This is an optimization exercise on Yosys and OpenROAD, whose aim is a short achievable clock period and few clock cycles per item, not a production implementation. Where RTL was checked, it was by simulation tests only, not by an equivalence proof against the original. Power is estimated from default activity; no workload was simulated.

Design cpu_top, start of the top module:
module cpu_top (
  input  wire logic                        clk,
  input  wire logic                        rst,
  input  wire logic                        prog_we,
  input  wire logic [cpu_pkg::IMEM_AW-1:0] prog_addr,
  input  wire logic [cpu_pkg::DATA_W-1:0]  prog_data,
  input  wire logic                        host_we,
  input  wire logic [cpu_pkg::DMEM_AW-1:0] host_addr,
  input  wire logic [cpu_pkg::DATA_W-1:0]  host_wdata,
  output logic [cpu_pkg::DATA_W-1:0]       dmem_host_rdata,
  input  wire logic                        run,
  output logic                             busy,
  output logic                             instr_done,
  output logic [cpu_pkg::IMEM_AW-1:0]      pc,
  output logic [1:0]                       flags
);
For scale: ~5,300 cells after synthesis, ~3,100 flip-flops.
clock: 4.4 ns
lec_check: 0
abc_clock_period_in_ps: 2000
cap_margin: 20
core_margin: 2
core_utilization: 55
setup_slack_margin: 2.4
slew_margin: 20
standard.sh (not shown) runs the stock make flow with config.mk's settings and CLKGATE_MAP_FILE= SYNTH_SCRIPT=/design/flow/synth_recipe.tcl, a recipe that flattens the netlist after the stock synthesis.
==> flow/flow/run.sh <==
#!/bin/bash
# The standard layout, with the resizer free to change a cell's footprint
# (the platform pins it by default) and stronger port buffers to start from.
set -euo pipefail
bash standard.sh MATCH_CELL_FOOTPRINT=0 \
  "BUFFER_PORTS_ARGS=-buffer_cell sky130_fd_sc_hd__buf_4" \
  finish > standard.log 2>&1
Testbench counts at the start, summed over its fixed seeds: cycles 8,200, items 8,192.
==> next run, changes <==
--- a/flow/design.v
+++ b/flow/design.v
@@ -199,14 +199,15 @@
   input  wire logic         flush,      
   output logic              adv,
   output logic [7:0]        fa,
   output logic [1:0]        col,        
   input  wire logic [7:0]   word,
   output logic [7:0]        pc,
   output logic              issue,
+  output logic              iss,
   output logic [3:0]        d_sel_a,
   output logic [3:0]        d_sel_b,
   output logic [7:0]        d_imm,
   output logic [15:0]       d_dsel,
   output logic              d_sub,
   output logic [3:0]        c_sel_a,
   output logic [3:0]        c_sel_b,
@@ -229,14 +230,15 @@
   logic [3:0] e_sel_a;
   logic [3:0] e_sel_b;
   logic [7:0] e_imm;
   logic [5:0] d_kind;
   logic [3:0] d_wsel;
   logic       d_st;
   logic       d_cmp;
+  assign iss = adv & e_valid;
   always_comb begin
     if (rst || flush) begin
       e_valid_next = 1'b0;
     end else if (adv) begin
       e_valid_next = d_valid;
     end else begin
       e_valid_next = e_valid;
@@ -266,15 +268,15 @@
     issue   <= issue_next;
     adv     <= adv_next;
     if (adv_next) begin
       col <= fa_next[1:0];
     end
     if (rst) begin
       pc <= '0;
-    end else if (issue) begin
+    end else if (iss) begin
       pc <= pc + 8'd1;
     end
   end
   logic [3:0] op;
   logic [3:0] rd_oh;
   logic [3:0] rs_oh;
   logic       n_imm;
@@ -393,14 +395,15 @@
     pw_data <= prog_data;
   end
   logic        adv;
   logic [7:0]  fa;
   logic [1:0]  col;
   logic [7:0]  word;
   logic        issue;
+  logic        iss;
   logic [3:0]  d_sel_a;
   logic [3:0]  d_sel_b;
   logic [7:0]  d_imm;
   logic [15:0] d_dsel;
   logic        d_sub;
   logic [3:0]  c_sel_a;
   logic [3:0]  c_sel_b;
@@ -429,14 +432,15 @@
     .flush   (pw_we),
     .adv     (adv),
     .fa      (fa),
     .col     (col),
     .word    (word),
     .pc      (pc),
     .issue   (issue),
+    .iss     (iss),
     .d_sel_a (d_sel_a),
     .d_sel_b (d_sel_b),
     .d_imm   (d_imm),
     .d_dsel  (d_dsel),
     .d_sub   (d_sub),
     .c_sel_a (c_sel_a),
     .c_sel_b (c_sel_b),
@@ -478,15 +482,15 @@
   );
   data_mem u_dmem (
     .clk        (clk),
     .host_we    (host_we),
     .host_addr  (host_addr),
     .host_wdata (host_wdata),
     .host_rdata (dmem_host_rdata),
-    .st_sel     (e_dsel & {16{issue & e_st}}),
+    .st_sel     (e_dsel & {16{iss & e_st}}),
     .st_data    (a_q),
     .sel_d      (d_dsel),
     .sel_e      (e_dsel),
     .rd_d       (mem_d),
     .rd_e       (mem_e)
   );
   logic [7:0] p;
@@ -513,16 +517,16 @@
   assign res0   = e_kind[0] ? p : other;
   logic       fwd_a;
   logic       fwd_b;
   logic [7:0] base_a;
   logic [7:0] base_b;
   logic [7:0] a_next;
   logic [7:0] bx_next;
-  assign fwd_a  = issue & |(d_sel_a & e_wsel);
-  assign fwd_b  = issue & |(d_sel_b & e_wsel);
+  assign fwd_a  = iss & |(d_sel_a & e_wsel);
+  assign fwd_b  = iss & |(d_sel_b & e_wsel);
   assign base_a = |(sel_a & w_we) ? w_q : reg_a;
   assign base_b = (|(sel_b & w_we) ? w_q : reg_b) | imm;
   always_comb begin
     for (int i = 0; i < 8; i++) begin
       result[i]  = c[i] ? res1[i] : res0[i];
       a_next[i]  = c[i] ? (fwd_a ? res1[i] : base_a[i])
                         : (fwd_a ? res0[i] : base_a[i]);
@@ -530,26 +534,26 @@
                         : ((fwd_b ? res0[i] : base_b[i]) ^ sub);
     end
   end
   always_ff @(posedge clk) begin
     a_q  <= a_next;
     bx_q <= bx_next;
     w_q  <= result;
-    w_we <= (issue && !rst) ? e_wsel : 4'b0000;
+    w_we <= (iss && !rst) ? e_wsel : 4'b0000;
     if (adv) begin
-      l_q <= (issue && e_st && |(d_dsel & e_dsel)) ? a_q : mem_d;
+      l_q <= (iss && e_st && |(d_dsel & e_dsel)) ? a_q : mem_d;
     end else begin
       l_q <= mem_e;
     end
   end
   logic [1:0] flags_q;
   always_ff @(posedge clk) begin
     if (rst) begin
       flags_q <= 2'b00;
-    end else if (issue && e_cmp) begin
+    end else if (iss && e_cmp) begin
       flags_q <= {c[8] & ~z, z};
     end
   end
   assign flags      = flags_q;
   assign instr_done = issue;
   logic busy_n;
   always_ff @(posedge clk) begin
=> Area after synthesis is about the same; count of clock-buffer cells in the layout climbs by 3; sequential power barely changes; maximum frequency is about the same; hold slack gains 0.016 ns; final area climbs by 0.35%; first-iteration DRC count climbs by 8.0%; total power climbs by 0.84%; routed wire length climbs by 2.7%.
No functional check of the RTL was part of the second run of this note.

-- separate check: timing with driven ports --
Ports are ideal in the flow. The routed layouts listed here were re-timed in OpenROAD.
Step 1, drivers: a clkbuf_16 drives clk and a buf_2 each remaining input, both assumed.
Step 2, shift: input delay + t, output delay - t, t = (earliest + latest rising clock arrival at the registers) / 2. This alone moves slack from input paths to output paths.
Three values: no drivers, after step 1, after step 2; two values: the first two.
| run | shift t [ns] | setup WS [ns] | hold WS [ns] | worst setup path after step 2 |
|---|---|---|---|---|
| the first run | 1.004 | 2.089 / 2.002 / 1.459 | 0.064 / 0.002 / 0.420 | input to register |
| the second run | 0.984 | 2.095 / 2.008 / 1.471 | 0.079 / 0.016 / 0.409 | input to register |
After both steps setup and hold are still met in every run listed. For the first run, which loses most, drivers alone change the setup slack by -0.087 ns; drivers and shift together by -0.630 ns.
